This is an optimization exercise on Yosys and OpenROAD, whose aim is a short achievable clock period and few clock cycles per item, not a production implementation.
Only simulation tests tie the RTL to the original design; equivalence was not proved.

`config.mk`:
```
export PLATFORM = sky130hd
export DESIGN_NAME = pn_top
export DESIGN_NICKNAME = pn_top
export VERILOG_FILES = /design/flow/design.v
export SDC_FILE = /design/flow/constraint.sdc
export NUM_CORES = 4
export LEC_CHECK = 0
export CAP_MARGIN = 20
export CORE_MARGIN = 2
export CORE_UTILIZATION = 40
export SLEW_MARGIN = 20
```
`constraint.sdc`:
```
create_clock -name core_clock -period 11.0 [get_ports {clk}]
set_input_delay 2.2000 -clock core_clock [delete_from_list [all_inputs] [get_ports {clk}]]
set_output_delay 2.2000 -clock core_clock [all_outputs]
set_load 0.01 [all_outputs]
```
`design.v`:
```
package pn_pkg;
    localparam int TOK_DEPTH = 12;               
    localparam int VAL_W     = 18;               
    localparam int SML_W     = 10;               
    localparam int FRM_DEPTH = 6;                
    typedef logic [2:0]              tok_field_t;  
    typedef logic signed [31:0]      result_t;     
    typedef logic signed [VAL_W-1:0] val_t;        
    typedef logic [3:0]              tok_idx_t;    
    typedef logic [1:0]              mode_t;
    localparam mode_t MODE_PREFIX  = 2'd2;
    localparam mode_t MODE_POSTFIX = 2'd3;
    localparam tok_field_t OP_ADD     = 3'd0;
    localparam tok_field_t OP_SUB     = 3'd1;
    localparam tok_field_t OP_MUL     = 3'd2;
    localparam tok_field_t OP_ABS_SUM = 3'd3;
    typedef enum logic [2:0] {
        IDLE,        
        RECEIVE,     
        DRAIN,       
        REPLAY,      
        REPLAY_END,  
        REJECT       
    } seq_state_t;
    function automatic val_t mul_op(input val_t b, input tok_field_t k);
        mul_op = (k[0] ? b : '0) + (k[1] ? (b << 1) : '0) + (k[2] ? (b << 2) : '0);
    endfunction
    function automatic val_t fast_alu(input tok_field_t op, input val_t l, input val_t r,
                                      input logic l_raw);
        val_t s, ns;
        s  = l + r;
        ns = (~l) + (~r) + val_t'(2);            
        case (op)
            OP_ADD:     fast_alu = s;
            OP_SUB:     fast_alu = l - r;
            OP_MUL:     fast_alu = l_raw ? mul_op(r, l[2:0]) : mul_op(l, r[2:0]);
            OP_ABS_SUM: fast_alu = s[VAL_W-1] ? ns : s;
            default:    fast_alu = '0;
        endcase
    endfunction
    function automatic logic fits_small(input val_t x);
        fits_small = (x[VAL_W-1:SML_W-1] == '0) || (x[VAL_W-1:SML_W-1] == '1);
    endfunction
endpackage
`timescale 1ns/10ps
module pn_token_buffer (
    input  logic               clk,
    input  logic               wr_en,
    input  pn_pkg::tok_idx_t   wr_idx,
    input  logic               wr_op,
    input  pn_pkg::tok_field_t wr_val,
    input  pn_pkg::tok_idx_t   rd_a,
    output logic               a_op,
    output pn_pkg::tok_field_t a_val,
    input  pn_pkg::tok_idx_t   rd_b,
    output logic               b_op,
    output pn_pkg::tok_field_t b_val
);
    pn_pkg::tok_field_t store_val [pn_pkg::TOK_DEPTH];
    logic               store_op  [pn_pkg::TOK_DEPTH];
    always_ff @(posedge clk) begin
        if (wr_en && wr_idx < pn_pkg::TOK_DEPTH) begin
            store_val[wr_idx] <= wr_val;
            store_op[wr_idx]  <= wr_op;
        end
    end
    always_comb begin
        a_op  = 1'b0;
        a_val = '0;
        b_op  = 1'b0;
        b_val = '0;
        if (rd_a < pn_pkg::TOK_DEPTH) begin
            a_op  = store_op[rd_a];
            a_val = store_val[rd_a];
        end
        if (rd_b < pn_pkg::TOK_DEPTH) begin
            b_op  = store_op[rd_b];
            b_val = store_val[rd_b];
        end
    end
endmodule
`timescale 1ns/10ps
module pn_booth_cs (
    input  logic [pn_pkg::SML_W-1:0] s,
    input  pn_pkg::val_t             b,
    output pn_pkg::val_t             sum,
    output pn_pkg::val_t             carry
);
    localparam int NR = pn_pkg::SML_W / 2;
    pn_pkg::val_t rows [NR+1];
    pn_pkg::val_t s1, c1, s2, c2, s3, c3;
    always_comb begin
        pn_pkg::val_t m;
        logic lo, one, two, neg;
        rows[NR] = '0;
        for (int j = 0; j < NR; j++) begin
            lo  = (j == 0) ? 1'b0 : s[2*j-1];
            one = s[2*j] ^ lo;
            two = (s[2*j+1] & ~s[2*j] & ~lo) | (~s[2*j+1] & s[2*j] & lo);
            neg = s[2*j+1] & ~(s[2*j] & lo);
            m   = one ? b : (two ? (b << 1) : '0);
            m   = neg ? ~m : m;
            rows[j] = m << (2*j);
            rows[NR][2*j] = neg;
        end
        s1    = rows[0] ^ rows[1] ^ rows[2];
        c1    = ((rows[0] & rows[1]) | (rows[0] & rows[2]) | (rows[1] & rows[2])) << 1;
        s2    = rows[3] ^ rows[4] ^ rows[5];
        c2    = ((rows[3] & rows[4]) | (rows[3] & rows[5]) | (rows[4] & rows[5])) << 1;
        s3    = s1 ^ c1 ^ s2;
        c3    = ((s1 & c1) | (s1 & s2) | (c1 & s2)) << 1;
        sum   = s3 ^ c3 ^ c2;
        carry = ((s3 & c3) | (s3 & c2) | (c3 & c2)) << 1;
    end
endmodule
module pn_mul_stage (
    input  logic         clk,
    input  pn_pkg::val_t x,
    input  pn_pkg::val_t y,
    output pn_pkg::val_t prod        
);
    pn_pkg::val_t sa, ca, sb, cb;
    pn_pkg::val_t sa_q, ca_q, sb_q, cb_q;
    logic         x_small_q;
    pn_booth_cs i_bx (.s(x[pn_pkg::SML_W-1:0]), .b(y), .sum(sa), .carry(ca));
    pn_booth_cs i_by (.s(y[pn_pkg::SML_W-1:0]), .b(x), .sum(sb), .carry(cb));
    always_ff @(posedge clk) begin
        x_small_q <= pn_pkg::fits_small(x);
        sa_q      <= sa;
        ca_q      <= ca;
        sb_q      <= sb;
        cb_q      <= cb;
    end
    assign prod = x_small_q ? (sa_q + ca_q) : (sb_q + cb_q);
endmodule
module pn_stack_eval (
    input  logic               clk,
    input  logic               rst_n,
    input  logic               clear,       
    input  logic               tok_valid,
    input  logic               tok_op,
    input  pn_pkg::tok_field_t tok_val,
    input  logic               swap,        
    output logic               consume,     
    output pn_pkg::val_t       result       
);
    localparam int SD = pn_pkg::TOK_DEPTH - 1;
    pn_pkg::val_t     acc;                  
    logic             acc_raw;              
    pn_pkg::val_t     stk     [SD];         
    logic             stk_raw [SD];
    pn_pkg::val_t     bottom;
    pn_pkg::tok_idx_t depth;
    logic             mp;                   
    pn_pkg::val_t     operand;
    pn_pkg::val_t     lhs, rhs;
    pn_pkg::val_t     full_p;
    pn_pkg::val_t     op_res;
    logic             is_pop, stall, do_push, do_pop;
    pn_mul_stage i_mul (.clk(clk), .x(stk[0]), .y(acc), .prod(full_p));
    assign operand = pn_pkg::val_t'(tok_val);
    assign lhs     = swap ? acc : stk[0];
    assign rhs     = swap ? stk[0] : acc;
    assign is_pop  = tok_valid && tok_op && (depth >= 2);
    assign stall   = is_pop && !mp && tok_val == pn_pkg::OP_MUL && !acc_raw && !stk_raw[0];
    assign consume = tok_valid && !stall;
    assign do_push = consume && !tok_op && (depth < pn_pkg::TOK_DEPTH);
    assign do_pop  = consume && is_pop;
    assign op_res  = mp ? full_p : pn_pkg::fast_alu(tok_val, lhs, rhs, swap ? acc_raw : stk_raw[0]);
    always_ff @(posedge clk) begin
        if (do_push) begin
            acc        <= operand;
            acc_raw    <= 1'b1;
            stk[0]     <= acc;
            stk_raw[0] <= acc_raw;
            for (int i = 1; i < SD; i++) begin
                stk[i]     <= stk[i-1];
                stk_raw[i] <= stk_raw[i-1];
            end
        end else if (do_pop) begin
            acc     <= op_res;
            acc_raw <= 1'b0;
            for (int i = 0; i < SD - 1; i++) begin
                stk[i]     <= stk[i+1];
                stk_raw[i] <= stk_raw[i+1];
            end
        end
        if (do_push && depth == '0)
            bottom <= operand;
        else if (do_pop && depth == pn_pkg::tok_idx_t'(2))
            bottom <= op_res;
    end
    always_ff @(posedge clk or negedge rst_n) begin
        if (!rst_n) begin
            depth <= '0;
            mp    <= 1'b0;
        end else if (clear) begin
            depth <= '0;
            mp    <= 1'b0;
        end else begin
            mp <= stall;
            if (do_push)
                depth <= depth + 1'b1;
            else if (do_pop)
                depth <= depth - 1'b1;
        end
    end
    assign result = (depth == '0) ? '0 : bottom;
endmodule
module pn_prefix_eval (
    input  logic               clk,
    input  logic               rst_n,
    input  logic               clear,       
    input  logic               tok_valid,   
    input  logic               tok_op,
    input  pn_pkg::tok_field_t tok_val,
    output logic               consume,     
    output logic               root_now,    
    output pn_pkg::val_t       root_val,
    output logic               done,        
    output pn_pkg::val_t       res,
    output logic               malformed,
    output logic               busy         
);
    localparam int FD = pn_pkg::FRM_DEPTH;
    pn_pkg::tok_field_t f_op  [FD];         
    logic               f_has [FD];         
    logic               f_raw [FD];         
    pn_pkg::val_t       f_l   [FD];
    logic [2:0]         fcnt;
    pn_pkg::val_t       cval;               
    logic               mp;                 
    pn_pkg::val_t       operand;
    pn_pkg::val_t       full_p;
    pn_pkg::val_t       r_chain;
    pn_pkg::val_t       r_small [8];
    pn_pkg::val_t       r_tok;
    pn_pkg::val_t       r;
    logic               tok_operand;
    logic               stall;
    logic               reduce;
    logic               fill;
    logic               push;
    logic               bad;
    pn_mul_stage i_mul (.clk(clk), .x(f_l[0]), .y(cval), .prod(full_p));
    assign operand     = pn_pkg::val_t'(tok_val);
    assign consume     = tok_valid && !busy;
    assign tok_operand = consume && !tok_op && !done;
    assign stall   = busy && !mp && f_op[0] == pn_pkg::OP_MUL && !f_raw[0];
    assign r_chain = mp ? full_p : pn_pkg::fast_alu(f_op[0], f_l[0], cval, f_raw[0]);
    always_comb begin
        for (int k = 0; k < 8; k++)
            r_small[k] = pn_pkg::fast_alu(f_op[0], f_l[0], pn_pkg::val_t'(k), 1'b0);
        r_tok = r_small[tok_val];
    end
    assign reduce = (busy && !stall) || (tok_operand && fcnt != '0 && f_has[0]);
    assign fill   = tok_operand && fcnt != '0 && !f_has[0];
    assign push   = consume && tok_op && !done && fcnt != 3'(FD);
    assign bad    = consume && (done || (tok_op && fcnt == 3'(FD)));
    assign r      = busy ? r_chain : r_tok;
    assign root_now = (reduce && fcnt == 3'd1) || (tok_operand && fcnt == '0);
    assign root_val = reduce ? r : operand;
    always_ff @(posedge clk) begin
        if (reduce) begin
            for (int i = 0; i < FD - 1; i++) begin
                f_op[i]  <= f_op[i+1];
                f_has[i] <= f_has[i+1];
                f_raw[i] <= f_raw[i+1];
                f_l[i]   <= f_l[i+1];
            end
            if (!f_has[1]) begin
                f_has[0] <= 1'b1;
                f_raw[0] <= 1'b0;
                f_l[0]   <= r;
            end
            cval <= r;
        end else if (push) begin
            f_op[0]  <= tok_val;
            f_has[0] <= 1'b0;
            for (int i = 1; i < FD; i++) begin
                f_op[i]  <= f_op[i-1];
                f_has[i] <= f_has[i-1];
                f_raw[i] <= f_raw[i-1];
                f_l[i]   <= f_l[i-1];
            end
        end else if (fill) begin
            f_has[0] <= 1'b1;
            f_raw[0] <= 1'b1;
            f_l[0]   <= operand;
        end
        if (root_now)
            res <= root_val;
    end
    always_ff @(posedge clk or negedge rst_n) begin
        if (!rst_n) begin
            fcnt      <= '0;
            busy      <= 1'b0;
            done      <= 1'b0;
            malformed <= 1'b0;
            mp        <= 1'b0;
        end else if (clear) begin
            fcnt      <= '0;
            busy      <= 1'b0;
            done      <= 1'b0;
            malformed <= 1'b0;
            mp        <= 1'b0;
        end else begin
            mp <= stall;
            if (reduce) begin
                fcnt <= fcnt - 1'b1;
                busy <= (fcnt != 3'd1) && f_has[1];
            end else if (push) begin
                fcnt <= fcnt + 1'b1;
            end
            if (root_now)
                done <= 1'b1;
            if (bad)
                malformed <= 1'b1;
        end
    end
endmodule
`timescale 1ns/10ps
module pn_top (
    input  logic               clk,
    input  logic               rst_n,
    input  logic               in_valid,
    input  pn_pkg::mode_t      mode,
    input  logic               operator,
    input  pn_pkg::tok_field_t in,
    output logic               out_valid,
    output pn_pkg::result_t    out
);
    pn_pkg::seq_state_t state;
    pn_pkg::seq_state_t state_d;
    logic               pre_q;           
    pn_pkg::tok_idx_t   wr;              
    pn_pkg::tok_idx_t   rp;              
    pn_pkg::tok_idx_t   ridx;            
    logic               live;            
    logic               clear;
    logic               cur_pre;
    logic               a_op, b_op;
    pn_pkg::tok_field_t a_val, b_val;
    logic               q_empty;
    logic               h_valid, h_op;
    pn_pkg::tok_field_t h_val;
    logic               consume;
    logic               p_consume, p_root_now, p_done, p_malformed, p_busy;
    pn_pkg::val_t       p_root_val, p_res;
    logic               replay;
    logic               s_valid, s_op, s_consume;
    pn_pkg::tok_field_t s_val;
    pn_pkg::val_t       s_result;
    logic               ended;
    logic               q_empty_after;
    logic               fire_post, fire_pre, fire_rep, fire;
    logic               fallback;
    pn_pkg::val_t       fire_val;
    assign live    = in_valid && ((state == pn_pkg::IDLE && mode[1]) || state == pn_pkg::RECEIVE);
    assign cur_pre = (state == pn_pkg::IDLE) ? (mode == pn_pkg::MODE_PREFIX) : pre_q;
    assign clear   = out_valid;      
    assign replay  = (state == pn_pkg::REPLAY);
    pn_token_buffer i_token_buffer (
        .clk    (clk),
        .wr_en  (live),
        .wr_idx (wr),
        .wr_op  (operator),
        .wr_val (in),
        .rd_a   (rp),
        .a_op   (a_op),
        .a_val  (a_val),
        .rd_b   (ridx),
        .b_op   (b_op),
        .b_val  (b_val)
    );
    assign q_empty = (rp == wr);
    assign h_valid = q_empty ? live : (state == pn_pkg::RECEIVE || state == pn_pkg::DRAIN);
    assign h_op    = q_empty ? operator : a_op;
    assign h_val   = q_empty ? in       : a_val;
    pn_prefix_eval i_prefix_eval (
        .clk       (clk),
        .rst_n     (rst_n),
        .clear     (clear),
        .tok_valid (h_valid && cur_pre),
        .tok_op    (h_op),
        .tok_val   (h_val),
        .consume   (p_consume),
        .root_now  (p_root_now),
        .root_val  (p_root_val),
        .done      (p_done),
        .res       (p_res),
        .malformed (p_malformed),
        .busy      (p_busy)
    );
    assign s_valid = replay ? 1'b1  : (h_valid && !cur_pre);
    assign s_op    = replay ? b_op  : h_op;
    assign s_val   = replay ? b_val : h_val;
    pn_stack_eval i_stack_eval (
        .clk       (clk),
        .rst_n     (rst_n),
        .clear     (clear),
        .tok_valid (s_valid),
        .tok_op    (s_op),
        .tok_val   (s_val),
        .swap      (replay),
        .consume   (s_consume),
        .result    (s_result)
    );
    assign consume = h_valid && (cur_pre ? p_consume : s_consume) && !replay;
    assign ended         = (state == pn_pkg::RECEIVE && !in_valid) || state == pn_pkg::DRAIN;
    assign q_empty_after = (rp + pn_pkg::tok_idx_t'(p_consume)) == wr;
    assign fire_pre  = ended && pre_q && !p_malformed && q_empty_after &&
                       (p_root_now || (p_done && !p_consume));
    assign fallback  = ended && pre_q && !fire_pre &&
                       (p_malformed || (q_empty && !p_busy && !p_done));
    assign fire_post = ended && !pre_q && q_empty;
    assign fire_rep  = state == pn_pkg::REPLAY_END;
    assign fire      = fire_post || fire_pre || fire_rep;
    assign fire_val  = fire_pre ? (p_root_now ? p_root_val : p_res) : s_result;
    always_comb begin
        state_d = state;
        case (state)
            pn_pkg::IDLE:       if (in_valid) state_d = mode[1] ? pn_pkg::RECEIVE : pn_pkg::REJECT;
            pn_pkg::REJECT:     if (!in_valid) state_d = pn_pkg::IDLE;
            pn_pkg::RECEIVE, pn_pkg::DRAIN: begin
                if (state == pn_pkg::RECEIVE && in_valid)
                    state_d = pn_pkg::RECEIVE;
                else if (fire)
                    state_d = pn_pkg::IDLE;
                else if (fallback)
                    state_d = pn_pkg::REPLAY;
                else
                    state_d = pn_pkg::DRAIN;
            end
            pn_pkg::REPLAY:     if (ridx == '0 && s_consume) state_d = pn_pkg::REPLAY_END;
            pn_pkg::REPLAY_END: state_d = pn_pkg::IDLE;
            default:            state_d = pn_pkg::IDLE;
        endcase
    end
    always_ff @(posedge clk or negedge rst_n) begin
        if (!rst_n) begin
            state     <= pn_pkg::IDLE;
            pre_q     <= 1'b0;
            wr        <= '0;
            rp        <= '0;
            ridx      <= '0;
            out_valid <= 1'b0;
            out       <= '0;
        end else begin
            state <= state_d;
            if (state == pn_pkg::IDLE && in_valid)
                pre_q <= (mode == pn_pkg::MODE_PREFIX);
            if (clear)
                wr <= '0;
            else if (live && wr < pn_pkg::TOK_DEPTH)
                wr <= wr + 1'b1;
            if (clear)
                rp <= '0;
            else if (consume)
                rp <= rp + 1'b1;
            if (fallback)
                ridx <= wr - 1'b1;
            else if (replay && s_consume)
                ridx <= ridx - 1'b1;
            out_valid <= fire;
            out       <= fire ? pn_pkg::result_t'(fire_val) : '0;
        end
    end
endmodule
```
`flow/run.sh`:
```
#!/bin/bash
set -euo pipefail
bash standard.sh SETUP_SLACK_MARGIN=8 finish > standard_flow.log 2>&1
```
`standard.sh`:
```
#!/bin/bash
# synth_recipe.tcl (not shown) runs the flow's synth.tcl, then flattens the netlist and writes it again
# the make line also repeats each setting of config.mk as NAME=value (left out here)
make -C /OpenROAD-flow-scripts/flow DESIGN_CONFIG=/design/flow/config.mk WORK_HOME=/design/flow/orfs CLKGATE_MAP_FILE= SYNTH_SCRIPT=/design/flow/synth_recipe.tcl "${@:-finish}"
```
==> flow_summary.json, run 1 <==
{
  "drtIter0Drc": 11388,
  "synthCells": 7460,
  "drtPass1Iterations": 14,
  "fp.dieW_um": 400,
  "top_regs": "i_stack_eval.stk x198, i_prefix_eval.f_l x108, i_token_buffer.store_val x36",
  "cts_buffer_depth": 3,
  "tightest_slew_ns": 1.22,
  "synth_area_leaders": "edfxtp_1 20%, ha_1 8.6%, nand2_1 7.4%, fa_1 6.6%, xnor2_1 6.2%",
  "syn_nets": 8108,
  "top_register": "i_stack_eval.stk",
  "r2r_setup_slack_ns": 6.14,
  "ys_seq_area_share_pct": 27.8,
  "syn_to_final_growth_pct": 44.4,
  "skew_ns": 0.0616,
  "synthesis.area_um2": 62700,
  "finalMaxSlewViolations": 0,
  "fmax_mhz": 206,
  "yosysTopAreaCell": "edfxtp_1",
  "cts_root_buffer": "clkbuf_16",
  "required_ns": 11.64,
  "via_per_inst": 6.80,
  "start_util_pct": 40.2,
  "ys.flop_type": "edfxtp_1",
  "postLayoutCellArea_um2": 90500,
  "seq_area_um2": 17500,
  "port_buffers": 41,
  "finalSetupTns_ns": 0,
  "cp.arrival_ns": 5.50,
  "cpLargestDelayFamily": "compound AO/OA/AOI/OAI gates",
  "wirelength_um": 356000,
  "antenna_left": 0,
  "layout_min_cycle_time_ns": 4.86,
  "cts_tree": "built",
  "grt_max_degree": 64,
  "vias": 70408,
  "clock_latency_ns": 0.75,
  "critPathMaxFanout": 8,
  "setup.worst_path.end_class": "flip-flop",
  "cts-buffers-inserted": 77,
  "path_class": "reg2reg",
  "rows": 145,
  "core_um2": 156000,
  "yosysWarningCount": 21,
  "crit_slowest_cell": "fa_1",
  "yosysMostFrequentCell": "nand2_1",
  "die_y_um": 400,
  "multi_input_area_um2": 51100,
  "grt_pass1_vias": 65016,
  "synth_edf_count": 418,
  "htreeDepth": 3,
  "final_net_count": 8860,
  "cp.buffers_inverters": 4,
  "final_core_util_pct": 58.1,
  "gp_congestion": 1.11,
  "maxCapViolations": 0,
  "status": "finished clean",
  "synth_area_per_cell_um2": 8.40,
  "drive_gt1_share_pct": 35.9,
  "avgRoutedWirePerCell_um": 34.4,
  "hold_viol": 0,
  "dpl_worst_slack_ns": 2.88,
  "async_flop_share_pct": 7.24,
  "path_cells": "nand3b_1 -> buf_6 -> buf_12 -> nand2_1 -> and2_4 -> or2_4 -> fa_1 -> inv_2 -> ha_4 -> fa_2 -> a211oi_4 -> o21ai_2 -> a221oi_2 -> buf_4 -> o211ai_1 -> o41a_1 -> a31oi_4 -> a21oi_2 -> o211a_4 -> mux2i_1 -> a221o_1",
  "antenna_found_initial": 21,
  "setup_viol": 0,
  "ios": 42,
  "clkSlewWorstSetupHoldPaths_ns": 0.06,
  "fillers": 12831,
  "cts_hold_buf": 0,
  "largest_register_ffs": 198,
  "max_stage_delay_ns": 0.56,
  "max_slew_margin_pct": 17.7,
  "dieArea_um2": 160000,
  "synth_cell_types": 111,
  "grt-ovfl-total": 0,
  "rsz0062_at_grt": "true",
  "grt_util_all_layers_pct": 41.9,
  "post-route-drc-count": 0,
  "ys_ff_latch": 649,
  "synthTopCellsByCount": "1,229 x nand2_1, 442 x xnor2_1, 438 x nor2_1, 432 x ha_1, 418 x edfxtp_1",
  "hold_class": "reg2reg",
  "hpwl_um": 211000,
  "synth.top_cell.area_share_pct": 20.0,
  "start_kind": "flip-flop",
  "post_dp_cell_area_um2": 66600,
  "grt_first_pass_wirelength_um": 483000,
  "clock-sinks": 649,
  "fin_crit_sh_pct": 44.2,
  "setup_ws_ns": 6.14
}
per-stage QoR:
stage,instances,hold slack [ns]
2_1_floorplan,7460,0.417
5_1_grt,10337,0.461
6_report,10351,0.451
3_5_place_dp,9182,0.433
3_3_place_gp,9182,0.430
4_1_cts,10122,0.447
layer usage:
layer | global-route usage (%) | share of wire (%)
met5 | 1.45 | 0.12
met4 | 23.8 | 7.6
met3 | 19.2 | 16
met2 | 56.4 | 39
met1 | 54.7 | 38
logic make-up (layout without fill, tap and decap cells):
kind of cell             count (synthesis)  in the layout  share of synthesized area (%)
buffers and inverters                  919           1690                           5.75
flip-flops                             649            649                           27.8
XOR/XNOR                               626            626                           8.76
multiplexers                           180            180                           3.32
adder cells (fa/ha/maj)                639            639                           15.2
AO/OA/AOI/OAI                         2008           2009                           21.7
other                                    0             18                              0
AND/OR/NAND/NOR                       2439           2482                           17.4
path summary, 6_finish.rpt:
kind	cells after the start	endpoint	from
min in group asynchronous	2	i_stack_eval.depth[0]	rst_n
min reg2reg	0	i_prefix_eval.f_raw[5]	i_prefix_eval.f_raw[4]
max reg2reg	21	i_stack_eval.bottom[16]	state[0]
max in group asynchronous	2	rp[2]	rst_n
min	0	i_prefix_eval.f_raw[5]	i_prefix_eval.f_raw[4]
max	21	i_stack_eval.bottom[16]	state[0]
placed cells by master, fill, tap and decap left out, types with 49 or more instances in the layout:
| master | Yosys | final |
|---|---|---|
| inv_1 | 328 | 256 |
| a22oi_2 | 0 | 84 |
| a21o_1 | 78 | 78 |
| o211ai_1 | 76 | 76 |
| buf_4 | 20 | 595 |
| fa_2 | 0 | 81 |
| nand2_1 | 1229 | 836 |
| xor2_1 | 183 | 171 |
| ha_4 | 0 | 105 |
| o21ai_0 | 379 | 220 |
| inv_2 | 9 | 49 |
| o21ai_1 | 17 | 49 |
| dfxtp_1 | 184 | 180 |
| nor2_1 | 438 | 374 |
| o21ai_2 | 0 | 102 |
| nand4_1 | 55 | 55 |
| nand2_2 | 0 | 234 |
| a21oi_1 | 407 | 330 |
| nand2_4 | 0 | 146 |
| nor3_1 | 143 | 109 |
| buf_16 | 0 | 85 |
| xnor2_1 | 442 | 397 |
| fa_1 | 207 | 126 |
| ha_1 | 432 | 294 |
| buf_8 | 0 | 51 |
| clkbuf_16 | 0 | 90 |
| a22oi_1 | 230 | 146 |
| a31oi_1 | 107 | 91 |
| buf_12 | 0 | 172 |
| nand3_1 | 173 | 154 |
| buf_6 | 3 | 237 |
| mux2i_1 | 137 | 122 |
| a21oi_2 | 0 | 53 |
| edfxtp_1 | 418 | 418 |
repair_timing:
action / in CTS / in global routing
endpoints found under the setup margin: 991 / 945
pin swaps: 462 / 317
setup buffers: 643 / 191
resized for setup: 1732 / 875
gates cloned: 155 / 17
layout make-up:
cell class	count	share of cell area, %
Antenna cell	18	0.0498
Timing Repair Buffer	1184	16.5
Tap cell	2058	2.84
Sequential cell	649	19.3
Clock inverter	48	0.752
Clock buffer	94	2.23
Inverter	348	1.68
Timing Repair inverter	16	0.260
Multi-Input combinational cell	5936	56.4
Testbench counts, summed over its fixed seeds: cycles 35,588, exprs 3,200.
==> run 2, diff against run 1 <==
--- a/design.v
+++ b/design.v
@@ -23,17 +23,21 @@
         REJECT       
     } seq_state_t;
     function automatic val_t mul_op(input val_t b, input tok_field_t k);
-        mul_op = (k[0] ? b : '0) + (k[1] ? (b << 1) : '0) + (k[2] ? (b << 2) : '0);
+        val_t hi, lo;
+        hi = (k[2] ^ k[1]) ? (b << 2) : ((k[2] & k[1]) ? (b << 3) : '0);
+        lo = k[0] ? b : (k[1] ? (b << 1) : '0);
+        lo = k[1] ? ~lo : lo;
+        mul_op = hi + lo + val_t'(k[1]);
     endfunction
-    function automatic val_t fast_alu(input tok_field_t op, input val_t l, input val_t r,
-                                      input logic l_raw);
+    function automatic val_t fast_alu(input tok_field_t op, input val_t x, input val_t y,
+                                      input logic x_raw, input logic sub_rev);
         val_t s, ns;
-        s  = l + r;
-        ns = (~l) + (~r) + val_t'(2);            
+        s  = x + y;
+        ns = (~x) + (~y) + val_t'(2);            
         case (op)
             OP_ADD:     fast_alu = s;
-            OP_SUB:     fast_alu = l - r;
-            OP_MUL:     fast_alu = l_raw ? mul_op(r, l[2:0]) : mul_op(l, r[2:0]);
+            OP_SUB:     fast_alu = sub_rev ? (y - x) : (x - y);
+            OP_MUL:     fast_alu = x_raw ? mul_op(y, x[2:0]) : mul_op(x, y[2:0]);
             OP_ABS_SUM: fast_alu = s[VAL_W-1] ? ns : s;
             default:    fast_alu = '0;
         endcase
@@ -153,20 +157,17 @@
     pn_pkg::tok_idx_t depth;
     logic             mp;                   
     pn_pkg::val_t     operand;
-    pn_pkg::val_t     lhs, rhs;
     pn_pkg::val_t     full_p;
     pn_pkg::val_t     op_res;
     logic             is_pop, stall, do_push, do_pop;
     pn_mul_stage i_mul (.clk(clk), .x(stk[0]), .y(acc), .prod(full_p));
     assign operand = pn_pkg::val_t'(tok_val);
-    assign lhs     = swap ? acc : stk[0];
-    assign rhs     = swap ? stk[0] : acc;
     assign is_pop  = tok_valid && tok_op && (depth >= 2);
     assign stall   = is_pop && !mp && tok_val == pn_pkg::OP_MUL && !acc_raw && !stk_raw[0];
     assign consume = tok_valid && !stall;
     assign do_push = consume && !tok_op && (depth < pn_pkg::TOK_DEPTH);
     assign do_pop  = consume && is_pop;
-    assign op_res  = mp ? full_p : pn_pkg::fast_alu(tok_val, lhs, rhs, swap ? acc_raw : stk_raw[0]);
+    assign op_res  = mp ? full_p : pn_pkg::fast_alu(tok_val, stk[0], acc, stk_raw[0], swap);
     always_ff @(posedge clk) begin
         if (do_push) begin
             acc        <= operand;
@@ -247,10 +248,10 @@
     assign consume     = tok_valid && !busy;
     assign tok_operand = consume && !tok_op && !done;
     assign stall   = busy && !mp && f_op[0] == pn_pkg::OP_MUL && !f_raw[0];
-    assign r_chain = mp ? full_p : pn_pkg::fast_alu(f_op[0], f_l[0], cval, f_raw[0]);
+    assign r_chain = mp ? full_p : pn_pkg::fast_alu(f_op[0], f_l[0], cval, f_raw[0], 1'b0);
     always_comb begin
         for (int k = 0; k < 8; k++)
-            r_small[k] = pn_pkg::fast_alu(f_op[0], f_l[0], pn_pkg::val_t'(k), 1'b0);
+            r_small[k] = pn_pkg::fast_alu(f_op[0], f_l[0], pn_pkg::val_t'(k), 1'b0, 1'b0);
         r_tok = r_small[tok_val];
     end
     assign reduce = (busy && !stall) || (tok_operand && fcnt != '0 && f_has[0]);
@@ -408,7 +409,7 @@
     );
     assign consume = h_valid && (cur_pre ? p_consume : s_consume) && !replay;
     assign ended         = (state == pn_pkg::RECEIVE && !in_valid) || state == pn_pkg::DRAIN;
-    assign q_empty_after = (rp + pn_pkg::tok_idx_t'(p_consume)) == wr;
+    assign q_empty_after = p_consume ? ((rp + 1'b1) == wr) : q_empty;
     assign fire_pre  = ended && pre_q && !p_malformed && q_empty_after &&
                        (p_root_now || (p_done && !p_consume));
     assign fallback  = ended && pre_q && !fire_pre &&
@@ -416,7 +417,9 @@
     assign fire_post = ended && !pre_q && q_empty;
     assign fire_rep  = state == pn_pkg::REPLAY_END;
     assign fire      = fire_post || fire_pre || fire_rep;
-    assign fire_val  = fire_pre ? (p_root_now ? p_root_val : p_res) : s_result;
+    assign fire_val  = ({pn_pkg::VAL_W{fire_pre &&  p_root_now}} & p_root_val) |
+                       ({pn_pkg::VAL_W{fire_pre && !p_root_now}} & p_res) |
+                       ({pn_pkg::VAL_W{fire_post || fire_rep}}   & s_result);
     always_comb begin
         state_d = state;
         case (state)
@@ -458,12 +461,12 @@
                 rp <= '0;
             else if (consume)
                 rp <= rp + 1'b1;
-            if (fallback)
-                ridx <= wr - 1'b1;
-            else if (replay && s_consume)
+            if (!replay)
+                ridx <= wr - 1'b1;       
+            else if (s_consume)
                 ridx <= ridx - 1'b1;
             out_valid <= fire;
-            out       <= fire ? pn_pkg::result_t'(fire_val) : '0;
+            out       <= pn_pkg::result_t'(fire_val);
         end
     end
 endmodule
==> flow_summary.json, run 2 <==
{
  "antenna_found_initial": 16,
  "final_net_count": 8345,
  "yosysWarningCount": 21,
  "hold_depth": 0,
  "r2r_end": "i_prefix_eval.f_l[0][11]",
  "async_flop_share_pct": 7.24,
  "finalSetupTns_ns": 0,
  "synth.top_cell.area_share_pct": 21.0,
  "synthTopCellsByCount": "686 x nand2_1, 497 x ha_1, 460 x a21oi_1, 442 x xnor2_1, 436 x edfxtp_1",
  "cts_tree": "built",
  "avgRoutedWirePerCell_um": 32.7,
  "ys_ff_latch": 649,
  "yosysTopAreaCell": "edfxtp_1",
  "status": "finished clean",
  "setup.worst_path.end_class": "flip-flop",
  "synth_area_leaders": "edfxtp_1 21%, ha_1 10%, xnor2_1 6.2%, dfxtp_1 5.3%, fa_1 4.6%",
  "reg2reg_depth": 18,
  "dpl_worst_slack_ns": 4.56,
  "setup_viol": 0,
  "path_class": "reg2reg",
  "grt_first_pass_wirelength_um": 442000,
  "top_regs": "i_stack_eval.stk x198, i_prefix_eval.f_l x108, i_token_buffer.store_val x36",
  "largest_register_ffs": 198,
  "synthesis.area_um2": 62500,
  "place_inst": 8787,
  "clock_latency_ns": 0.79,
  "htreeDepth": 3,
  "clkSlewWorstSetupHoldPaths_ns": 0.07,
  "grt_pass1_vias": 62327,
  "finalMaxSlewViolations": 0,
  "hold-path-endpoint": "i_stack_eval.stk[10][12]",
  "critPathMaxFanout": 11,
  "synthCells": 7071,
  "syn_nets": 7722,
  "clock-sinks": 649,
  "required_ns": 11.46,
  "die_y_um": 399,
  "core_um2": 156000,
  "gp_congestion": 1.07,
  "layout_min_cycle_time_ns": 4.48,
  "cts_root_buffer": "clkbuf_16",
  "r2r_setup_slack_ns": 6.52,
  "post-route-drc-count": 0,
  "fmax_mhz": 223,
  "ios": 42,
  "rsz0062_at_grt": "true",
  "synth_xor_area_share_pct": 8.96,
  "muxShareOfSynthArea_pct": 6.28,
  "port_buffers": 41,
  "drtIter0Drc": 9430,
  "start_kind": "flip-flop",
  "hold_class": "reg2reg",
  "hold_slack_ns": 0.450,
  "max_slew_margin_pct": 9.73,
  "maxCapViolations": 0,
  "skew_ns": 0.0853,
  "start_util_pct": 40.1,
  "max_stage_delay_ns": 0.44,
  "cts_buffer_depth": 3,
  "most-common-layout-cells": "506 x buf_4, 490 x nand2_1, 436 x edfxtp_1",
  "synth_area_per_cell_um2": 8.84,
  "hold_viol": 0,
  "antenna_left": 0,
  "drtPass1Iterations": 12,
  "yosysMostFrequentCell": "nand2_1",
  "syn_to_final_growth_pct": 41.1,
  "fp.dieW_um": 399,
  "drive_gt1_share_pct": 34.0,
  "fillers": 12961,
  "setup_ws_ns": 6.52,
  "top_register": "i_stack_eval.stk",
  "via_per_inst": 6.79,
  "synth_edf_count": 436,
  "final_core_util_pct": 56.6,
  "hp-start": "i_stack_eval.stk[9][12]",
  "wirelength_um": 321000,
  "path_cells": "buf_12 -> buf_16 -> clkinv_16 -> buf_4 -> ha_1 -> a21o_4 -> nand4_1 -> and2_4 -> a21oi_1 -> buf_4 -> o32ai_1 -> o22ai_2 -> nand4_1 -> nand4_1 -> a311o_1 -> o211ai_1 -> buf_4 -> o21ba_1",
  "grt-ovfl-total": 0,
  "crit_slowest_cell": "edfxtp_1",
  "dieArea_um2": 159000,
  "vias": 66625,
  "hpwl_um": 188000,
  "rr_startpoint": "i_prefix_eval.f_l[0][1]",
  "yosys.area_share.simple_pct": 13.5,
  "fin_crit_sh_pct": 40.7,
  "tightest_slew_ns": 1.35,
  "grt_util_all_layers_pct": 37.7,
  "synth_top_family_by_area": "compound AO/OA/AOI/OAI gates",
  "ys.flop_type": "edfxtp_1",
  "synth_cell_types": 101,
  "ys_seq_area_share_pct": 28.2,
  "grt_max_degree": 56,
  "rows": 145,
  "mostFrequentLayoutCell": "buf_4",
  "synth_compound_area_share_pct": 23.4,
  "synth_fa_ha_area_share_pct": 14.6,
  "cts-buffers-inserted": 75,
  "final_cells": 9819,
  "cp.arrival_ns": 4.94
}
==> run 2: cell types whose count changed after synthesis, sizes merged, moves of 42 or more <==
cell,change
a21oi,+55
a22o,+62
fa,-62
ha,+65
inv,-74
mux2,+183
nand2,-543
o21ai,+63
or2,-42
==> run 2: worst max-delay path by stage <==
stage                               end                     from  slack, ns  cells after the start
4_1_cts        i_prefix_eval.f_l[0][16]  i_prefix_eval.f_l[0][6]       6.82                     13
2_1_floorplan       i_stack_eval.acc[0]                  mode[1]       4.44                      9
3_3_place_gp     i_stack_eval.stk[8][4]                    in[1]       4.69                      9
6_report       i_prefix_eval.f_l[0][11]  i_prefix_eval.f_l[0][1]       6.52                     18
3_5_place_dp     i_stack_eval.stk[4][4]                    in[1]       4.56                      9
5_1_grt        i_prefix_eval.f_l[0][16]  i_prefix_eval.f_l[0][2]       6.57                     20
==> run 2: layer usage <==
layer | wire [um] | track usage (%)
met1 | 113000 | 45.3
met2 | 134000 | 56.0
met3 | 42700 | 12.7
met4 | 31500 | 28.0
met5 | 68 | 0
==> run 2: critical path: cells and delay by family (launching register included) <==
family	cells	cell delay, ns
adders and majority gates	1	0.28
buffers and inverters	6	0.96
AOI/OAI and AO/OA	7	1.47
and+or+nand+nor	4	1.02
DFF	1	0.44
==> run 2: cell type report <==
class / instances / area, um2 / area share [%]
Inverter: 271 / 1310 / 1.48
Sequential cell: 649 / 17600 / 20.0
Antenna cell: 7 / 17.5 / 0.0199
Clock buffer: 93 / 2020 / 2.29
Tap cell: 2058 / 2570 / 2.92
Timing Repair inverter: 24 / 437 / 0.495
Timing Repair Buffer: 1059 / 14200 / 16.2
Clock inverter: 44 / 632 / 0.717
Multi-Input combinational cell: 5614 / 49300 / 55.9
==> run 2: cells by family after synthesis <==
family / after synthesis
buffers and inverters: 818
adders and majority gates: 642
DFF: 649
xor gates and xnor gates: 638
muxes: 339
AOI/OAI and AO/OA: 2172
and+or+nand+nor: 1813
==> run 2: per-stage QoR <==
step / instance area (um2)
after floorplan: 64600
after global placement: 65900
after detailed placement: 65900
after CTS: 82500
after global routing: 88200
final: 88200
==> run 2: timing repair <==
action	CTS	global route
pin swaps	415	338
gates resized for setup	1651	732
setup buffers	474	239
gates cloned	155	18
endpoints found under the setup margin	1008	948
hold buffers	0	0
Testbench counts of run 2, summed over its fixed seeds: cycles 35,588, exprs 3,200.
==> run 3, diff against run 2 <==
--- a/design.v
+++ b/design.v
@@ -338,7 +338,9 @@
     pn_pkg::tok_idx_t   rp;              
     pn_pkg::tok_idx_t   ridx;            
     logic               live;            
-    logic               clear;
+    logic               clear;           
+    logic               p_clear;
+    logic               s_clear;
     logic               cur_pre;
     logic               a_op, b_op;
     pn_pkg::tok_field_t a_val, b_val;
@@ -357,9 +359,11 @@
     logic               fire_post, fire_pre, fire_rep, fire;
     logic               fallback;
     pn_pkg::val_t       fire_val;
-    assign live    = in_valid && ((state == pn_pkg::IDLE && mode[1]) || state == pn_pkg::RECEIVE);
-    assign cur_pre = (state == pn_pkg::IDLE) ? (mode == pn_pkg::MODE_PREFIX) : pre_q;
-    assign clear   = out_valid;      
+    assign live    = in_valid && (state == pn_pkg::IDLE || state == pn_pkg::RECEIVE);
+    assign cur_pre = (state == pn_pkg::IDLE) || pre_q;
+    assign clear   = out_valid || state == pn_pkg::REJECT;    
+    assign p_clear = clear || (state == pn_pkg::RECEIVE && !pre_q);
+    assign s_clear = clear || (state == pn_pkg::RECEIVE &&  pre_q);
     assign replay  = (state == pn_pkg::REPLAY);
     pn_token_buffer i_token_buffer (
         .clk    (clk),
@@ -381,7 +385,7 @@
     pn_prefix_eval i_prefix_eval (
         .clk       (clk),
         .rst_n     (rst_n),
-        .clear     (clear),
+        .clear     (p_clear),
         .tok_valid (h_valid && cur_pre),
         .tok_op    (h_op),
         .tok_val   (h_val),
@@ -393,13 +397,13 @@
         .malformed (p_malformed),
         .busy      (p_busy)
     );
-    assign s_valid = replay ? 1'b1  : (h_valid && !cur_pre);
+    assign s_valid = replay ? 1'b1  : (h_valid && (state == pn_pkg::IDLE || !pre_q));
     assign s_op    = replay ? b_op  : h_op;
     assign s_val   = replay ? b_val : h_val;
     pn_stack_eval i_stack_eval (
         .clk       (clk),
         .rst_n     (rst_n),
-        .clear     (clear),
+        .clear     (s_clear),
         .tok_valid (s_valid),
         .tok_op    (s_op),
         .tok_val   (s_val),
@@ -407,7 +411,7 @@
         .consume   (s_consume),
         .result    (s_result)
     );
-    assign consume = h_valid && (cur_pre ? p_consume : s_consume) && !replay;
+    assign consume = h_valid && (pre_q ? p_consume : s_consume) && !replay;
     assign ended         = (state == pn_pkg::RECEIVE && !in_valid) || state == pn_pkg::DRAIN;
     assign q_empty_after = p_consume ? ((rp + 1'b1) == wr) : q_empty;
     assign fire_pre  = ended && pre_q && !p_malformed && q_empty_after &&
==> flow/run.sh (replaced) <==
#!/bin/bash
set -euo pipefail
bash standard.sh SETUP_SLACK_MARGIN=7.5 finish > standard_flow.log 2>&1
==> flow_summary.json, run 3 <==
{
  "drtIter0Drc": 10578,
  "top_register": "i_stack_eval.stk",
  "cts_root_buffer": "clkbuf_16",
  "path_class": "reg2reg",
  "final_net_count": 8601,
  "ys_seq_area_share_pct": 28.2,
  "hpwl_um": 185000,
  "cts_hold_buf": 0,
  "core_um2": 154000,
  "fmax_mhz": 223,
  "yosysMostFrequentCell": "nand2_1",
  "finalMaxSlewViolations": 0,
  "synth.top_cell.area_share_pct": 21.0,
  "synthCells": 7461,
  "critPathMaxFanout": 15,
  "max_slew_margin_pct": 22.0,
  "synthesis.area_um2": 62400,
  "maxCapViolations": 0,
  "fillers": 13487,
  "clkSlewWorstSetupHoldPaths_ns": 0.06,
  "start_kind": "flip-flop",
  "grt_max_degree": 94,
  "start_util_pct": 40.4,
  "ios": 42,
  "synth_area_per_cell_um2": 8.36,
  "post-route-drc-count": 0,
  "finalSetupTns_ns": 0,
  "rsz0062_at_grt": "true",
  "fp.dieW_um": 399,
  "top_regs": "i_stack_eval.stk x198, i_prefix_eval.f_l x108, i_token_buffer.store_val x36",
  "ys_ff_latch": 649,
  "largest_register_ffs": 198,
  "drtPass1Iterations": 15,
  "required_ns": 11.39,
  "grt_util_all_layers_pct": 35.7,
  "hp-start": "i_stack_eval.stk[9][11]",
  "rows": 144,
  "async_flop_share_pct": 7.24,
  "skew_ns": 0.0695,
  "cts_buffer_depth": 3,
  "clock-sinks": 649,
  "yosysWarningCount": 21,
  "via_per_inst": 6.64,
  "status": "finished clean",
  "synthTopCellsByCount": "1,185 x nand2_1, 501 x o21ai_0, 498 x nor2_1, 497 x ha_1, 453 x xnor2_1",
  "syn_to_final_growth_pct": 34.6,
  "multi_input_area_um2": 48900,
  "yosysTopAreaCell": "edfxtp_1",
  "antenna_left": 0,
  "wirelength_um": 306000,
  "htreeDepth": 3,
  "die_y_um": 399,
  "grt_first_pass_wirelength_um": 421000,
  "dieArea_um2": 159000,
  "grt_pass1_vias": 60650,
  "tightest_slew_ns": 1.16,
  "cts-buffers-inserted": 72,
  "synth_cell_types": 99,
  "cts_tree": "built",
  "syn_nets": 8112,
  "drive_gt1_share_pct": 28.0,
  "antenna_found_initial": 18,
  "port_buffers": 41,
  "grt-ovfl-total": 0,
  "setup.worst_path.end_class": "flip-flop",
  "setup.worst_path.start": "i_prefix_eval.f_l[0][11]",
  "mostFrequentLayoutCell": "nand2_1",
  "most-common-layout-cells": "1,035 x nand2_1, 513 x buf_4, 436 x edfxtp_1",
  "fin_crit_sh_pct": 40.8,
  "synth_edf_count": 436,
  "cp.arrival_ns": 4.88,
  "synth_area_leaders": "edfxtp_1 21%, ha_1 10%, nand2_1 7.1%, xnor2_1 6.4%, dfxtp_1 5.3%",
  "clock_latency_ns": 0.72,
  "ys.flop_type": "edfxtp_1",
  "layout_min_cycle_time_ns": 4.48,
  "vias": 66784,
  "setup_viol": 0,
  "gp_congestion": 1.05,
  "hold_class": "reg2reg",
  "hold_viol": 0,
  "avgRoutedWirePerCell_um": 30.4,
  "seq_area_um2": 17600,
  "rr_startpoint": "i_prefix_eval.f_l[0][11]"
}
## run 3: cell types whose count changed in the layout (fill, tap and decap cells not counted), moves of 27 or more
cell	before	now
nand2_1	490	1035
nand2_2	107	79
buf_8	53	22
mux2_4	163	3
a21oi_1	379	332
nand2_8	10	42
a21oi_2	52	84
mux2_2	42	15
nor2_1	353	432
buf_12	162	119
buf_16	125	34
o21ai_1	64	102
nor3_1	112	78
## run 3: layout make-up
class | count | area share, %
antenna | 12 | 0.0358
inverter | 299 | 1.70
tap | 2044 | 3.05
sequential | 649 | 21.0
clock buffer | 94 | 2.36
timing repair inverter | 6 | 0.0731
clock inverter | 35 | 0.553
timing repair buffer | 918 | 13.0
multi-input combinational | 6004 | 58.2
## run 3: path summary, 6_finish.rpt
path / end / slack (ns) / cells after the start
worst max-delay path: i_prefix_eval.f_l[0][14] / 6.52 / 14
worst min-delay path: i_stack_eval.stk[10][11] / 0.45 / 0
worst max register to register: i_prefix_eval.f_l[0][14] / 6.52 / 14
worst min register to register: i_stack_eval.stk[10][11] / 0.45 / 0
max in group asynchronous: out[17] / 8.74 / 2
min in group asynchronous: state[0] / 1.64 / 2
## run 3: cell families (layout without fill, tap and decap cells)
family,after synthesis,after routing,share of synthesized area (%)
flops,649,649,28.2
buf+inv,851,1352,5.30
simple gates,2307,2346,16.2
xor+xnor,629,629,8.83
mux,151,151,2.88
compound gates,2232,2236,24.0
fa+ha+maj,642,642,14.6
other cells,0,12,0
## run 3: repair_timing
action	in CTS	in global routing
endpoints found under the setup margin	971	858
gates cloned	76	51
resized for setup	1291	695
pin swaps	323	389
buffers inserted	475	170
## run 3: critical path, stage by stage, from the launching register on
cell,delay (ns)
edfxtp_1,0.48
buf_12,0.20
inv_4,0.14
buf_12,0.26
ha_2,0.37
nand4_1,0.43
o21a_1,0.38
a22o_1,0.19
o21ai_0,0.26
o221ai_2,0.17
a31oi_1,0.23
nand4_1,0.33
a211oi_2,0.40
and2_4,0.26
a21oi_1,0.08
## run 3: per-stage QoR
step | cells | cell area, um2 | setup slack, ns | utilization (%) | hold slack (ns)
after floorplan | 7461 | 64000 | 6.58 | - | 0.425
after global placement | 9148 | 65200 | 4.28 | 42.3 | 0.429
after detailed placement | 9148 | 65200 | 4.17 | 42.3 | 0.432
after CTS | 9828 | 78500 | 6.73 | 50.8 | 0.448
after global routing | 10051 | 83900 | 6.53 | 54.3 | 0.450
final | 10061 | 83900 | 6.52 | 54.4 | 0.446
## run 3: layer usage
layer	wire [um]	vias to the layer above	global-route usage (%)
li1	-	28074	-
met4	21600	24	20.2
met1	117000	32313	47.1
met5	282	-	0.333
met2	121000	5017	48.9
met3	45800	1356	14.4
Testbench counts of run 3, summed over its fixed seeds: cycles 35,588, exprs 3,200.
==> run 4, diff against run 3 <==
--- a/design.v
+++ b/design.v
@@ -22,22 +22,26 @@
         REPLAY_END,  
         REJECT       
     } seq_state_t;
-    function automatic val_t mul_op(input val_t b, input tok_field_t k);
+    function automatic val_t mul_op(input val_t b, input logic [1:0] k, input logic kx,
+                                    input logic ka);
         val_t hi, lo;
-        hi = (k[2] ^ k[1]) ? (b << 2) : ((k[2] & k[1]) ? (b << 3) : '0);
+        hi = kx ? (b << 2) : (ka ? (b << 3) : '0);
         lo = k[0] ? b : (k[1] ? (b << 1) : '0);
         lo = k[1] ? ~lo : lo;
         mul_op = hi + lo + val_t'(k[1]);
     endfunction
     function automatic val_t fast_alu(input tok_field_t op, input val_t x, input val_t y,
-                                      input logic x_raw, input logic sub_rev);
+                                      input logic x_raw, input logic sub_rev,
+                                      input logic x_kx, input logic x_ka,
+                                      input logic y_kx, input logic y_ka);
         val_t s, ns;
         s  = x + y;
         ns = (~x) + (~y) + val_t'(2);            
         case (op)
             OP_ADD:     fast_alu = s;
             OP_SUB:     fast_alu = sub_rev ? (y - x) : (x - y);
-            OP_MUL:     fast_alu = x_raw ? mul_op(y, x[2:0]) : mul_op(x, y[2:0]);
+            OP_MUL:     fast_alu = x_raw ? mul_op(y, x[1:0], x_kx, x_ka)
+                                         : mul_op(x, y[1:0], y_kx, y_ka);
             OP_ABS_SUM: fast_alu = s[VAL_W-1] ? ns : s;
             default:    fast_alu = '0;
         endcase
@@ -146,6 +150,7 @@
     input  pn_pkg::tok_field_t tok_val,
     input  logic               swap,        
     output logic               consume,     
+    output logic               busy,        
     output pn_pkg::val_t       result       
 );
     localparam int SD = pn_pkg::TOK_DEPTH - 1;
@@ -153,30 +158,41 @@
     logic             acc_raw;              
     pn_pkg::val_t     stk     [SD];         
     logic             stk_raw [SD];
+    logic             acc_kx, acc_ka;       
+    logic             stk_kx [SD], stk_ka [SD];
     pn_pkg::val_t     bottom;
     pn_pkg::tok_idx_t depth;
     logic             mp;                   
+    logic             mp_bottom;            
     pn_pkg::val_t     operand;
     pn_pkg::val_t     full_p;
     pn_pkg::val_t     op_res;
-    logic             is_pop, stall, do_push, do_pop;
+    logic             is_pop, mul_full, do_push, do_pop;
     pn_mul_stage i_mul (.clk(clk), .x(stk[0]), .y(acc), .prod(full_p));
     assign operand = pn_pkg::val_t'(tok_val);
     assign is_pop  = tok_valid && tok_op && (depth >= 2);
-    assign stall   = is_pop && !mp && tok_val == pn_pkg::OP_MUL && !acc_raw && !stk_raw[0];
-    assign consume = tok_valid && !stall;
+    assign mul_full = tok_val == pn_pkg::OP_MUL && !acc_raw && !stk_raw[0];
+    assign consume  = tok_valid && !mp;
+    assign busy     = mp;
     assign do_push = consume && !tok_op && (depth < pn_pkg::TOK_DEPTH);
     assign do_pop  = consume && is_pop;
-    assign op_res  = mp ? full_p : pn_pkg::fast_alu(tok_val, stk[0], acc, stk_raw[0], swap);
+    assign op_res  = pn_pkg::fast_alu(tok_val, stk[0], acc, stk_raw[0], swap,
+                                                       stk_kx[0], stk_ka[0], acc_kx, acc_ka);
     always_ff @(posedge clk) begin
         if (do_push) begin
             acc        <= operand;
             acc_raw    <= 1'b1;
+            acc_kx     <= tok_val[2] ^ tok_val[1];
+            acc_ka     <= tok_val[2] & tok_val[1];
             stk[0]     <= acc;
             stk_raw[0] <= acc_raw;
+            stk_kx[0]  <= acc_kx;
+            stk_ka[0]  <= acc_ka;
             for (int i = 1; i < SD; i++) begin
                 stk[i]     <= stk[i-1];
                 stk_raw[i] <= stk_raw[i-1];
+                stk_kx[i]  <= stk_kx[i-1];
+                stk_ka[i]  <= stk_ka[i-1];
             end
         end else if (do_pop) begin
             acc     <= op_res;
@@ -184,12 +200,20 @@
             for (int i = 0; i < SD - 1; i++) begin
                 stk[i]     <= stk[i+1];
                 stk_raw[i] <= stk_raw[i+1];
+                stk_kx[i]  <= stk_kx[i+1];
+                stk_ka[i]  <= stk_ka[i+1];
             end
+        end else if (mp) begin
+            acc <= full_p;
         end
         if (do_push && depth == '0)
             bottom <= operand;
         else if (do_pop && depth == pn_pkg::tok_idx_t'(2))
             bottom <= op_res;
+        else if (mp && mp_bottom)
+            bottom <= full_p;
+        if (do_pop)
+            mp_bottom <= (depth == pn_pkg::tok_idx_t'(2));
     end
     always_ff @(posedge clk or negedge rst_n) begin
         if (!rst_n) begin
@@ -199,7 +223,7 @@
             depth <= '0;
             mp    <= 1'b0;
         end else begin
-            mp <= stall;
+            mp <= do_pop && mul_full;
             if (do_push)
                 depth <= depth + 1'b1;
             else if (do_pop)
@@ -227,7 +251,10 @@
     pn_pkg::tok_field_t f_op  [FD];         
     logic               f_has [FD];         
     logic               f_raw [FD];         
+    logic               f_kx  [FD];         
+    logic               f_ka  [FD];
     pn_pkg::val_t       f_l   [FD];
+    pn_pkg::val_t       f_lt;               
     logic [2:0]         fcnt;
     pn_pkg::val_t       cval;               
     logic               mp;                 
@@ -248,10 +275,12 @@
     assign consume     = tok_valid && !busy;
     assign tok_operand = consume && !tok_op && !done;
     assign stall   = busy && !mp && f_op[0] == pn_pkg::OP_MUL && !f_raw[0];
-    assign r_chain = mp ? full_p : pn_pkg::fast_alu(f_op[0], f_l[0], cval, f_raw[0], 1'b0);
+    assign r_chain = mp ? full_p : pn_pkg::fast_alu(f_op[0], f_l[0], cval, f_raw[0], 1'b0,
+                                                         f_kx[0], f_ka[0], 1'b0, 1'b0);
     always_comb begin
         for (int k = 0; k < 8; k++)
-            r_small[k] = pn_pkg::fast_alu(f_op[0], f_l[0], pn_pkg::val_t'(k), 1'b0, 1'b0);
+            r_small[k] = pn_pkg::fast_alu(f_op[0], f_lt, pn_pkg::val_t'(k), 1'b0, 1'b0, 1'b0, 1'b0,
+                                          k[2] ^ k[1], k[2] & k[1]);
         r_tok = r_small[tok_val];
     end
     assign reduce = (busy && !stall) || (tok_operand && fcnt != '0 && f_has[0]);
@@ -267,27 +296,37 @@
                 f_op[i]  <= f_op[i+1];
                 f_has[i] <= f_has[i+1];
                 f_raw[i] <= f_raw[i+1];
+                f_kx[i]  <= f_kx[i+1];
+                f_ka[i]  <= f_ka[i+1];
                 f_l[i]   <= f_l[i+1];
             end
+            f_lt <= f_l[1];
             if (!f_has[1]) begin
                 f_has[0] <= 1'b1;
                 f_raw[0] <= 1'b0;
                 f_l[0]   <= r;
+                f_lt     <= r;
             end
             cval <= r;
         end else if (push) begin
             f_op[0]  <= tok_val;
             f_has[0] <= 1'b0;
+            f_lt     <= '0;                 
             for (int i = 1; i < FD; i++) begin
                 f_op[i]  <= f_op[i-1];
                 f_has[i] <= f_has[i-1];
                 f_raw[i] <= f_raw[i-1];
+                f_kx[i]  <= f_kx[i-1];
+                f_ka[i]  <= f_ka[i-1];
                 f_l[i]   <= f_l[i-1];
             end
         end else if (fill) begin
             f_has[0] <= 1'b1;
             f_raw[0] <= 1'b1;
+            f_kx[0]  <= tok_val[2] ^ tok_val[1];
+            f_ka[0]  <= tok_val[2] & tok_val[1];
             f_l[0]   <= operand;
+            f_lt     <= operand;
         end
         if (root_now)
             res <= root_val;
@@ -351,7 +390,7 @@
     logic               p_consume, p_root_now, p_done, p_malformed, p_busy;
     pn_pkg::val_t       p_root_val, p_res;
     logic               replay;
-    logic               s_valid, s_op, s_consume;
+    logic               s_valid, s_op, s_consume, s_busy;
     pn_pkg::tok_field_t s_val;
     pn_pkg::val_t       s_result;
     logic               ended;
@@ -409,6 +448,7 @@
         .tok_val   (s_val),
         .swap      (replay),
         .consume   (s_consume),
+        .busy      (s_busy),
         .result    (s_result)
     );
     assign consume = h_valid && (pre_q ? p_consume : s_consume) && !replay;
@@ -418,8 +458,8 @@
                        (p_root_now || (p_done && !p_consume));
     assign fallback  = ended && pre_q && !fire_pre &&
                        (p_malformed || (q_empty && !p_busy && !p_done));
-    assign fire_post = ended && !pre_q && q_empty;
-    assign fire_rep  = state == pn_pkg::REPLAY_END;
+    assign fire_post = ended && !pre_q && q_empty && !s_busy;
+    assign fire_rep  = state == pn_pkg::REPLAY_END && !s_busy;
     assign fire      = fire_post || fire_pre || fire_rep;
     assign fire_val  = ({pn_pkg::VAL_W{fire_pre &&  p_root_now}} & p_root_val) |
                        ({pn_pkg::VAL_W{fire_pre && !p_root_now}} & p_res) |
@@ -440,7 +480,7 @@
                     state_d = pn_pkg::DRAIN;
             end
             pn_pkg::REPLAY:     if (ridx == '0 && s_consume) state_d = pn_pkg::REPLAY_END;
-            pn_pkg::REPLAY_END: state_d = pn_pkg::IDLE;
+            pn_pkg::REPLAY_END: if (!s_busy) state_d = pn_pkg::IDLE;
             default:            state_d = pn_pkg::IDLE;
         endcase
     end
==> flow/run.sh (replaced) <==
#!/bin/bash
set -euo pipefail
bash standard.sh SETUP_SLACK_MARGIN=8 finish > standard_flow.log 2>&1
==> flow_summary.json, run 4 <==
{
  "die_y_um": 407,
  "ys_ff_latch": 704,
  "hold_viol": 0,
  "port_buffers": 41,
  "drive_gt1_share_pct": 36.4,
  "status": "finished clean",
  "final_net_count": 9090,
  "critPathMaxFanout": 4,
  "core_um2": 161000,
  "synth_top_family_by_area": "compound AO/OA/AOI/OAI gates",
  "synth_fa_ha_area_share_pct": 13.7,
  "htreeDepth": 3,
  "skew_ns": 0.0859,
  "finalSetupTns_ns": 0,
  "clock-sinks": 704,
  "largest_register_ffs": 198,
  "cp.arrival_ns": 5.17,
  "mostFrequentLayoutCell": "nand2_1",
  "avgRoutedWirePerCell_um": 33.0,
  "finalMaxSlewViolations": 0,
  "fillers": 13122,
  "reg2reg_depth": 19,
  "cts-buffers-inserted": 81,
  "rr_startpoint": "i_prefix_eval.f_lt[2]",
  "antenna_found_initial": 12,
  "synth_xor_area_share_pct": 7.72,
  "rows": 147,
  "grt_util_all_layers_pct": 40.2,
  "cts_buffer_depth": 3,
  "antenna_left": 0,
  "yosysTopAreaCell": "edfxtp_1",
  "cts_root_buffer": "clkbuf_16",
  "hp-start": "i_stack_eval.stk[9][7]",
  "clkSlewWorstSetupHoldPaths_ns": 0.06,
  "grt-ovfl-total": 0,
  "yosysMostFrequentCell": "nand2_1",
  "drtIter0Drc": 11336,
  "grt_first_pass_wirelength_um": 487000,
  "clock_latency_ns": 0.75,
  "grt_pass1_vias": 68042,
  "start_util_pct": 40.4,
  "place_inst": 9433,
  "tightest_slew_ns": 1.30,
  "layout_min_cycle_time_ns": 4.62,
  "grt_max_degree": 54,
  "cts_tree": "built",
  "hpwl_um": 204000,
  "hold_slack_ns": 0.464,
  "synth_area_leaders": "edfxtp_1 23%, ha_1 9.3%, nand2_1 7.5%, xnor2_1 5.5%, dfxtp_1 5.1%",
  "synth_area_per_cell_um2": 8.50,
  "drtPass1Iterations": 9,
  "hold_class": "reg2reg",
  "fin_crit_sh_pct": 42.0,
  "start_kind": "flip-flop",
  "final_core_util_pct": 58.7,
  "required_ns": 11.55,
  "synthCells": 7633,
  "rsz0062_at_grt": "true",
  "most-common-layout-cells": "851 x nand2_1, 608 x buf_4, 491 x edfxtp_1",
  "syn_to_final_growth_pct": 45.5,
  "maxCapViolations": 0,
  "r2r_setup_slack_ns": 6.38,
  "ys_seq_area_share_pct": 29.7,
  "fp.dieW_um": 407,
  "hold_depth": 0,
  "via_per_inst": 6.79,
  "hold-path-endpoint": "i_stack_eval.stk[10][7]",
  "syn_nets": 8268,
  "muxShareOfSynthArea_pct": 2.89,
  "fmax_mhz": 217,
  "post-route-drc-count": 0,
  "dieArea_um2": 165000,
  "ios": 42,
  "yosysWarningCount": 29,
  "async_flop_share_pct": 6.68,
  "synth.top_cell.area_share_pct": 22.7,
  "r2r_end": "out[16]",
  "final_cells": 10685,
  "synth_edf_count": 491,
  "vias": 72550,
  "wirelength_um": 352000,
  "synth_compound_area_share_pct": 23.6,
  "max_slew_margin_pct": 13.1,
  "setup.worst_path.end_class": "flip-flop",
  "top_regs": "i_stack_eval.stk x198, i_prefix_eval.f_l x108, i_token_buffer.store_val x36",
  "top_register": "i_stack_eval.stk",
  "synthTopCellsByCount": "1,291 x nand2_1, 491 x edfxtp_1, 481 x ha_1, 449 x a21oi_1, 438 x o21ai_0",
  "synth_cell_types": 122,
  "gp_congestion": 1.07,
  "synthesis.area_um2": 64900,
  "setup_viol": 0,
  "ys.flop_type": "edfxtp_1",
  "yosys.area_share.simple_pct": 17.1,
  "setup.worst_path.start": "i_prefix_eval.f_lt[2]",
  "path_class": "reg2reg",
  "cts_hold_buf": 0
}
==> run 4: cell count changes after synthesis, moves of 47 or more <==
cell	delta
o21ai_0	-63
clkbuf_1	-47
nor2_1	-63
nand2_1	+106
xnor2_1	-47
buf_2	+61
edfxtp_1	+55
==> run 4: worst max-delay path, cell delays in order (launching register included) <==
cell       delay (ns)
edfxtp_1         0.44
buf_12           0.17
buf_16           0.14
ha_4             0.14
inv_2            0.04
fa_2             0.38
or2_4            0.25
a221oi_4         0.24
buf_4            0.16
buf_6            0.09
o211ai_1         0.14
a2111oi_4        0.50
mux2i_4          0.42
a311oi_2         0.15
a311oi_2         0.46
nand4_1          0.21
a22oi_2          0.20
buf_6            0.18
buf_6            0.11
o21ai_1          0.05
==> run 4: cell type report <==
class,count,area (um2),area share (%)
Multi-Input combinational cell,6106,51800,54.8
Sequential cell,704,19300,20.4
Timing Repair Buffer,1247,16100,17.0
Tap cell,2160,2700,2.86
Clock buffer,105,2150,2.27
Inverter,293,1420,1.51
Clock inverter,43,569,0.603
Timing Repair inverter,22,412,0.436
Antenna cell,5,12.5,0.0133
==> run 4: cell families after synthesis <==
group                    Yosys count
multiplexers                     160
adder cells (fa/ha/maj)          626
AND/OR/NAND/NOR                 2473
buffers and inverters            857
flip-flops                       704
AO/OA/AOI/OAI                   2241
XOR/XNOR                         572
==> run 4: how the worst max path moves through the flow <==
stage	cells after the start	endpoint	slack (ns)
final	19	out[16]	6.38
after global routing	18	i_prefix_eval.f_l[0][16]	6.43
after CTS	15	i_prefix_eval.f_l[0][14]	6.47
after detailed placement	7	i_stack_eval.stk_kx[8]	3.66
after global placement	7	i_stack_eval.stk_ka[9]	3.85
after floorplan	9	i_prefix_eval.f_lt[0]	5.88
==> run 4: repair_timing <==
action,in CTS,in global routing
gates resized for setup,2096,872
buffers inserted,736,174
gates cloned,179,10
pin swaps,602,381
endpoints found under the hold margin,0,0
endpoints found under the setup margin,1102,1043
==> run 4: per-layer routing <==
metal / part of all wire, % / vias to the layer above / track usage [%]
met1: 36 / 35291 / 50.3
met2: 40 / 5914 / 57.6
met4: 8.8 / 16 / 25.4
li1: - / 29584 / -
met5: 0.11 / - / 0
met3: 15 / 1745 / 15.8
==> run 4: through the flow <==
stage                     cell area [um2]  setup slack (ns)
after floorplan                     66900              5.88
after global placement              68100              3.85
after detailed placement            68100              3.66
after CTS                           89200              6.47
after global routing                94400              6.43
final                               94400              6.38
Testbench counts of run 4, summed over its fixed seeds: cycles 35,588, exprs 3,200.

## re-timing with driven ports
How much do the figures lean on ideal ports? The routed layouts below were timed once more, with nothing changed but the port constraints. Step 1 sets driving cells, clkbuf_16 on the clock port and buf_2 on the other inputs (assumed; they add their load-dependent delay and slew). Step 2 also shifts input and output timing later by t, the mid clock arrival at the registers, as if the neighbouring blocks saw the same clock. Three values: ideal ports, drivers, drivers and shift; two values: the first two.
| run | t (ns) | setup WS [ns] | hold WS [ns] | worst setup path at the end | worst slew at a driven data input, ns |
|---|---|---|---|---|---|
| run 1 | 0.797 | 6.136 / 6.136 / 5.661 | 0.451 / 0.451 / 0.451 | input to register | 0.18 |
| run 2 | 0.832 | 6.522 / 6.522 / 5.705 | 0.450 / 0.450 / 0.450 | input to register | 0.12 |
| run 3 | 0.763 | 6.515 / 6.515 / 6.086 | 0.446 / 0.446 / 0.446 | input to register | 0.10 |
| run 4 | 0.792 | 6.384 / 6.384 / 5.914 | 0.464 / 0.464 / 0.464 | input to register | 0.12 |
After both steps setup and hold are still met in every run listed. The setup slack of run 2, which loses most, moves by 0.000 ns with the drivers and by -0.817 ns with both steps.
